From an optimization exercise on the open Yosys and OpenROAD flow, aimed at small area, a short achievable clock period and few clock cycles per item; shortcuts taken in it are not production practice.
Power figures rest on the tool's default switching activity, not on a simulated workload.

==> inputs of run a <==
## gemm_top
module gemm_top (
    input  logic           clk,
    input  logic           rst,
    input  logic           start,
    input  logic           p_wr_en,
    input  logic [1:0]     p_wr_addr,
    input  logic [31:0]    p_wr_data,
    input  logic           q_wr_en,
    input  logic [1:0]     q_wr_addr,
    input  logic [15:0]    q_wr_data,
    input  logic           r_wr_en,
    input  logic [1:0]     r_wr_addr,
    input  logic [127:0]   r_wr_data,
    input  logic           r_rd_en,
    input  logic [1:0]     r_rd_addr,
    output logic           busy,
    output logic           done,
    output logic [127:0]   c_out,
    output logic           c_valid
);
Settings: LEC_CHECK=0, CAP_MARGIN=20, CORE_MARGIN=2, CORE_UTILIZATION=40, SLEW_MARGIN=20; clock period 5.0 ns.
run.sh (not shown) runs the stock make flow with config.mk's settings and CLKGATE_MAP_FILE= SYNTH_SCRIPT=/design/flow/synth_recipe.tcl, a recipe that flattens the netlist after the stock synthesis.
==> run b (differences from run a) <==
--- a/flow/design.v
+++ b/flow/design.v
@@ -68,14 +68,26 @@
             else if (q_wr_en && q_wr_addr == 2'(e))
                 q_mem[e] <= q_wr_data;
         end
     end
     logic [1:0] rd_addr;
     assign rd_addr = busy_q ? s1_g : (r_rd_en ? r_rd_addr : 2'd0);
+    logic [7:0]   r_dlt [4];       
+    logic [127:0] rd_raw;
+    logic [7:0]   rd_dlt;
+    logic [127:0] rd_fix;
+    assign rd_raw = r_mem[rd_addr];
+    assign rd_dlt = r_dlt[rd_addr];
+    always_comb begin
+        for (int x = 0; x < 4; x++) begin
+            rd_fix[x*32 +: 14] = rd_raw[x*32 +: 14];
+            rd_fix[x*32+14 +: 18] = rd_raw[x*32+14 +: 18] + {{17{rd_dlt[2*x]}}, rd_dlt[2*x+1] | rd_dlt[2*x]};
+        end
+    end
     always_ff @(posedge clk) begin
-        rd_q <= r_mem[rd_addr];
+        rd_q <= rd_fix;
     end
     logic e000_o0, e000_t0, e000_n0, e000_o1, e000_t1, e000_n1;
     logic e001_o0, e001_t0, e001_n0, e001_o1, e001_t1, e001_n1;
     logic e010_o0, e010_t0, e010_n0, e010_o1, e010_t1, e010_n1;
     logic e011_o0, e011_t0, e011_n0, e011_o1, e011_t1, e011_n1;
     logic e100_o0, e100_t0, e100_n0, e100_o1, e100_t1, e100_n1;
@@ -1055,12 +1067,13 @@
         cs_q[3][12][0] <= s1x3_202;
         cs_q[3][12][1] <= 1'b0;
         cs_q[3][13][0] <= 1'b0;
         cs_q[3][13][1] <= 1'b0;
     end
     logic [127:0] wb_sum;
+    logic [7:0]   wb_dlt;    
     logic s2x0_1, s2x0_2, s2x0_3, s2x0_4, s2x0_5, s2x0_6, s2x0_7, s2x0_8, s2x0_9, s2x0_10, s2x0_11, s2x0_12, s2x0_13, s2x0_14, s2x0_15, s2x0_16, s2x0_17, s2x0_18, s2x0_19, s2x0_20, s2x0_21, s2x0_22, s2x0_23, s2x0_24, s2x0_25, s2x0_26, s2x0_27, s2x0_28, s2x0_29, s2x0_30, s2x0_31, s2x0_32;
     assign s2x0_1 = cs_q[0][0][0] ^ cs_q[0][0][1];
     assign s2x0_2 = cs_q[0][0][0] & cs_q[0][0][1];
     assign s2x0_3 = cs_q[0][1][0] ^ cs_q[0][1][1] ^ rd_q[1];
     assign s2x0_4 = (cs_q[0][1][0] & cs_q[0][1][1]) | (cs_q[0][1][0] & rd_q[1]) | (cs_q[0][1][1] & rd_q[1]);
     assign s2x0_5 = cs_q[0][2][0] ^ cs_q[0][2][1] ^ rd_q[2];
@@ -1089,18 +1102,17 @@
     assign s2x0_28 = (rd_q[11] & s2x0_22) | (rd_q[11] & s2x0_25) | (s2x0_22 & s2x0_25);
     assign s2x0_29 = cs_q[0][12][0] ^ rd_q[12] ^ s2x0_26;
     assign s2x0_30 = (cs_q[0][12][0] & rd_q[12]) | (cs_q[0][12][0] & s2x0_26) | (rd_q[12] & s2x0_26);
     assign s2x0_31 = 1'b1 ^ rd_q[13];
     assign s2x0_32 = 1'b1 & rd_q[13];
     logic [15:0] t0, ra0, rb0;
-    logic [17:0] hi0;
     assign ra0 = {1'b0, s2x0_32, s2x0_31, s2x0_28, s2x0_24, s2x0_21, s2x0_18, s2x0_16, s2x0_14, s2x0_12, s2x0_10, s2x0_8, s2x0_6, s2x0_4, s2x0_2, rd_q[0]};
     assign rb0 = {1'b0, 1'b0, s2x0_30, s2x0_29, s2x0_27, s2x0_23, s2x0_19, s2x0_17, s2x0_15, s2x0_13, s2x0_11, s2x0_9, s2x0_7, s2x0_5, s2x0_3, s2x0_1};
     assign t0 = ra0 + rb0;
-    assign hi0 = t0[15] ? rd_q[14+:18] + 18'd1 : (t0[14] ? rd_q[14+:18] : rd_q[14+:18] - 18'd1);
-    assign wb_sum[0+:32] = {hi0, t0[13:0]};
+    assign wb_sum[0+:32] = {rd_q[14+:18], t0[13:0]};
+    assign wb_dlt[0+:2] = {t0[15], ~t0[15] & ~t0[14]};
     logic s2x1_1, s2x1_2, s2x1_3, s2x1_4, s2x1_5, s2x1_6, s2x1_7, s2x1_8, s2x1_9, s2x1_10, s2x1_11, s2x1_12, s2x1_13, s2x1_14, s2x1_15, s2x1_16, s2x1_17, s2x1_18, s2x1_19, s2x1_20, s2x1_21, s2x1_22, s2x1_23, s2x1_24, s2x1_25, s2x1_26, s2x1_27, s2x1_28, s2x1_29, s2x1_30, s2x1_31, s2x1_32;
     assign s2x1_1 = cs_q[1][0][0] ^ cs_q[1][0][1];
     assign s2x1_2 = cs_q[1][0][0] & cs_q[1][0][1];
     assign s2x1_3 = cs_q[1][1][0] ^ cs_q[1][1][1] ^ rd_q[33];
     assign s2x1_4 = (cs_q[1][1][0] & cs_q[1][1][1]) | (cs_q[1][1][0] & rd_q[33]) | (cs_q[1][1][1] & rd_q[33]);
     assign s2x1_5 = cs_q[1][2][0] ^ cs_q[1][2][1] ^ rd_q[34];
@@ -1129,18 +1141,17 @@
     assign s2x1_28 = (rd_q[43] & s2x1_22) | (rd_q[43] & s2x1_25) | (s2x1_22 & s2x1_25);
     assign s2x1_29 = cs_q[1][12][0] ^ rd_q[44] ^ s2x1_26;
     assign s2x1_30 = (cs_q[1][12][0] & rd_q[44]) | (cs_q[1][12][0] & s2x1_26) | (rd_q[44] & s2x1_26);
     assign s2x1_31 = 1'b1 ^ rd_q[45];
     assign s2x1_32 = 1'b1 & rd_q[45];
     logic [15:0] t1, ra1, rb1;
-    logic [17:0] hi1;
     assign ra1 = {1'b0, s2x1_32, s2x1_31, s2x1_28, s2x1_24, s2x1_21, s2x1_18, s2x1_16, s2x1_14, s2x1_12, s2x1_10, s2x1_8, s2x1_6, s2x1_4, s2x1_2, rd_q[32]};
     assign rb1 = {1'b0, 1'b0, s2x1_30, s2x1_29, s2x1_27, s2x1_23, s2x1_19, s2x1_17, s2x1_15, s2x1_13, s2x1_11, s2x1_9, s2x1_7, s2x1_5, s2x1_3, s2x1_1};
     assign t1 = ra1 + rb1;
-    assign hi1 = t1[15] ? rd_q[46+:18] + 18'd1 : (t1[14] ? rd_q[46+:18] : rd_q[46+:18] - 18'd1);
-    assign wb_sum[32+:32] = {hi1, t1[13:0]};
+    assign wb_sum[32+:32] = {rd_q[46+:18], t1[13:0]};
+    assign wb_dlt[2+:2] = {t1[15], ~t1[15] & ~t1[14]};
     logic s2x2_1, s2x2_2, s2x2_3, s2x2_4, s2x2_5, s2x2_6, s2x2_7, s2x2_8, s2x2_9, s2x2_10, s2x2_11, s2x2_12, s2x2_13, s2x2_14, s2x2_15, s2x2_16, s2x2_17, s2x2_18, s2x2_19, s2x2_20, s2x2_21, s2x2_22, s2x2_23, s2x2_24, s2x2_25, s2x2_26, s2x2_27, s2x2_28, s2x2_29, s2x2_30, s2x2_31, s2x2_32;
     assign s2x2_1 = cs_q[2][0][0] ^ cs_q[2][0][1];
     assign s2x2_2 = cs_q[2][0][0] & cs_q[2][0][1];
     assign s2x2_3 = cs_q[2][1][0] ^ cs_q[2][1][1] ^ rd_q[65];
     assign s2x2_4 = (cs_q[2][1][0] & cs_q[2][1][1]) | (cs_q[2][1][0] & rd_q[65]) | (cs_q[2][1][1] & rd_q[65]);
     assign s2x2_5 = cs_q[2][2][0] ^ cs_q[2][2][1] ^ rd_q[66];
@@ -1169,18 +1180,17 @@
     assign s2x2_28 = (rd_q[75] & s2x2_22) | (rd_q[75] & s2x2_25) | (s2x2_22 & s2x2_25);
     assign s2x2_29 = cs_q[2][12][0] ^ rd_q[76] ^ s2x2_26;
     assign s2x2_30 = (cs_q[2][12][0] & rd_q[76]) | (cs_q[2][12][0] & s2x2_26) | (rd_q[76] & s2x2_26);
     assign s2x2_31 = 1'b1 ^ rd_q[77];
     assign s2x2_32 = 1'b1 & rd_q[77];
     logic [15:0] t2, ra2, rb2;
-    logic [17:0] hi2;
     assign ra2 = {1'b0, s2x2_32, s2x2_31, s2x2_28, s2x2_24, s2x2_21, s2x2_18, s2x2_16, s2x2_14, s2x2_12, s2x2_10, s2x2_8, s2x2_6, s2x2_4, s2x2_2, rd_q[64]};
     assign rb2 = {1'b0, 1'b0, s2x2_30, s2x2_29, s2x2_27, s2x2_23, s2x2_19, s2x2_17, s2x2_15, s2x2_13, s2x2_11, s2x2_9, s2x2_7, s2x2_5, s2x2_3, s2x2_1};
     assign t2 = ra2 + rb2;
-    assign hi2 = t2[15] ? rd_q[78+:18] + 18'd1 : (t2[14] ? rd_q[78+:18] : rd_q[78+:18] - 18'd1);
-    assign wb_sum[64+:32] = {hi2, t2[13:0]};
+    assign wb_sum[64+:32] = {rd_q[78+:18], t2[13:0]};
+    assign wb_dlt[4+:2] = {t2[15], ~t2[15] & ~t2[14]};
     logic s2x3_1, s2x3_2, s2x3_3, s2x3_4, s2x3_5, s2x3_6, s2x3_7, s2x3_8, s2x3_9, s2x3_10, s2x3_11, s2x3_12, s2x3_13, s2x3_14, s2x3_15, s2x3_16, s2x3_17, s2x3_18, s2x3_19, s2x3_20, s2x3_21, s2x3_22, s2x3_23, s2x3_24, s2x3_25, s2x3_26, s2x3_27, s2x3_28, s2x3_29, s2x3_30, s2x3_31, s2x3_32;
     assign s2x3_1 = cs_q[3][0][0] ^ cs_q[3][0][1];
     assign s2x3_2 = cs_q[3][0][0] & cs_q[3][0][1];
     assign s2x3_3 = cs_q[3][1][0] ^ cs_q[3][1][1] ^ rd_q[97];
     assign s2x3_4 = (cs_q[3][1][0] & cs_q[3][1][1]) | (cs_q[3][1][0] & rd_q[97]) | (cs_q[3][1][1] & rd_q[97]);
     assign s2x3_5 = cs_q[3][2][0] ^ cs_q[3][2][1] ^ rd_q[98];
@@ -1209,21 +1219,22 @@
     assign s2x3_28 = (rd_q[107] & s2x3_22) | (rd_q[107] & s2x3_25) | (s2x3_22 & s2x3_25);
     assign s2x3_29 = cs_q[3][12][0] ^ rd_q[108] ^ s2x3_26;
     assign s2x3_30 = (cs_q[3][12][0] & rd_q[108]) | (cs_q[3][12][0] & s2x3_26) | (rd_q[108] & s2x3_26);
     assign s2x3_31 = 1'b1 ^ rd_q[109];
     assign s2x3_32 = 1'b1 & rd_q[109];
     logic [15:0] t3, ra3, rb3;
-    logic [17:0] hi3;
     assign ra3 = {1'b0, s2x3_32, s2x3_31, s2x3_28, s2x3_24, s2x3_21, s2x3_18, s2x3_16, s2x3_14, s2x3_12, s2x3_10, s2x3_8, s2x3_6, s2x3_4, s2x3_2, rd_q[96]};
     assign rb3 = {1'b0, 1'b0, s2x3_30, s2x3_29, s2x3_27, s2x3_23, s2x3_19, s2x3_17, s2x3_15, s2x3_13, s2x3_11, s2x3_9, s2x3_7, s2x3_5, s2x3_3, s2x3_1};
     assign t3 = ra3 + rb3;
-    assign hi3 = t3[15] ? rd_q[110+:18] + 18'd1 : (t3[14] ? rd_q[110+:18] : rd_q[110+:18] - 18'd1);
-    assign wb_sum[96+:32] = {hi3, t3[13:0]};
+    assign wb_sum[96+:32] = {rd_q[110+:18], t3[13:0]};
+    assign wb_dlt[6+:2] = {t3[15], ~t3[15] & ~t3[14]};
     logic [127:0] r_wdata;
     assign r_wdata = busy_q ? wb_sum : r_wr_data;
     always_ff @(posedge clk) begin
         for (int e = 0; e < 4; e++) begin
-            if (busy_q ? (wb_e == 2'(e)) : (r_wr_en && r_wr_addr == 2'(e)))
+            if (busy_q ? (wb_e == 2'(e)) : (r_wr_en && r_wr_addr == 2'(e))) begin
                 r_mem[e] <= r_wdata;
+                r_dlt[e] <= busy_q ? wb_dlt : 8'd0;
+            end
         end
     end
 endmodule
==> notes.md <==
- In the global route stage, met2 resource usage came out at 35.6%.
- The multi-input gate count is 3742.
- After legalization and detailed placement, the total HPWL measured 112 mm.
- The run finished with no timing, DRC or antenna violations.
- The largest voltage drop on the vdd net is 404 uV.
- The sequential power is 12.0 mW.
- The post-route netlist has 7.50% of its cells at a drive strength greater than 1.
- Global routing used 3.68% of the available met3 tracks.
- The internal power of the cells totals 23.9 mW.
- The synthesized netlist occupies a cell area of 0.0552 mm^2.
- The share of total power dissipated in combinational logic is 50.7%.
- The Yosys warning count is 5.
- The met1 global-route usage is 30.0%.
the above is filed under run a

==> notes.md <==
- The cell area that synthesis handed to floorplanning was 0.0535 mm^2.
- The met1 global-route usage is 29.1%.
- The sequential power is 12.4 mW.
- The largest voltage drop on the vdd net is 363 uV.
- The wire-length estimate of the detail-placed layout is 105 mm.
- Clock buffers in the final layout number 136.
- The met3 routing resource usage after global routing is 2.83%.
- The finished layout holds 7067 standard cells, fillers aside.
- The multi-input gate count is 3281.
- Cell internal power was estimated by the tool at 25.2 mW.
- The run finished with no timing, DRC or antenna violations.
- Yosys printed 6 warnings.
the above is filed under run b

Function was not checked in any run of this note: the RTL went through the layout flow alone.

-- re-timing with driven ports --
Ports are ideal in the flow. The routed layouts listed here were re-timed in OpenROAD.
Step 1 sets driving cells, clkbuf_16 on the clock port and buf_2 on the other inputs (assumed; they add their load-dependent delay and slew).
Step 2 times the ports against the registers' clock, not the clock port: input delays grow and output delays shrink by t, the midpoint of the rising clock arrivals with the driver on.
Three values: ideal, step 1, step 2; two values: the first two.
| run | t, ns | setup WS [ns] | hold WS [ns] | clock arrival spread, ns | slew at the worst register clock pin (ns) |
|---|---|---|---|---|---|
| run a | 0.794 | 0.701 / 0.701 / 0.701 | 0.487 / 0.487 / 0.487 | 0.030 / 0.029 | 0.07 / 0.07 |
| run b | 0.784 | 0.428 / 0.446 / -0.312 | 0.473 / 0.473 / 0.473 | 0.048 / 0.049 | 0.06 / 0.06 |
Met with ideal ports but missed after step 2: setup timing in run b. The setup slack of run b, which loses most, moves by +0.018 ns with the drivers and by -0.740 ns with both steps.
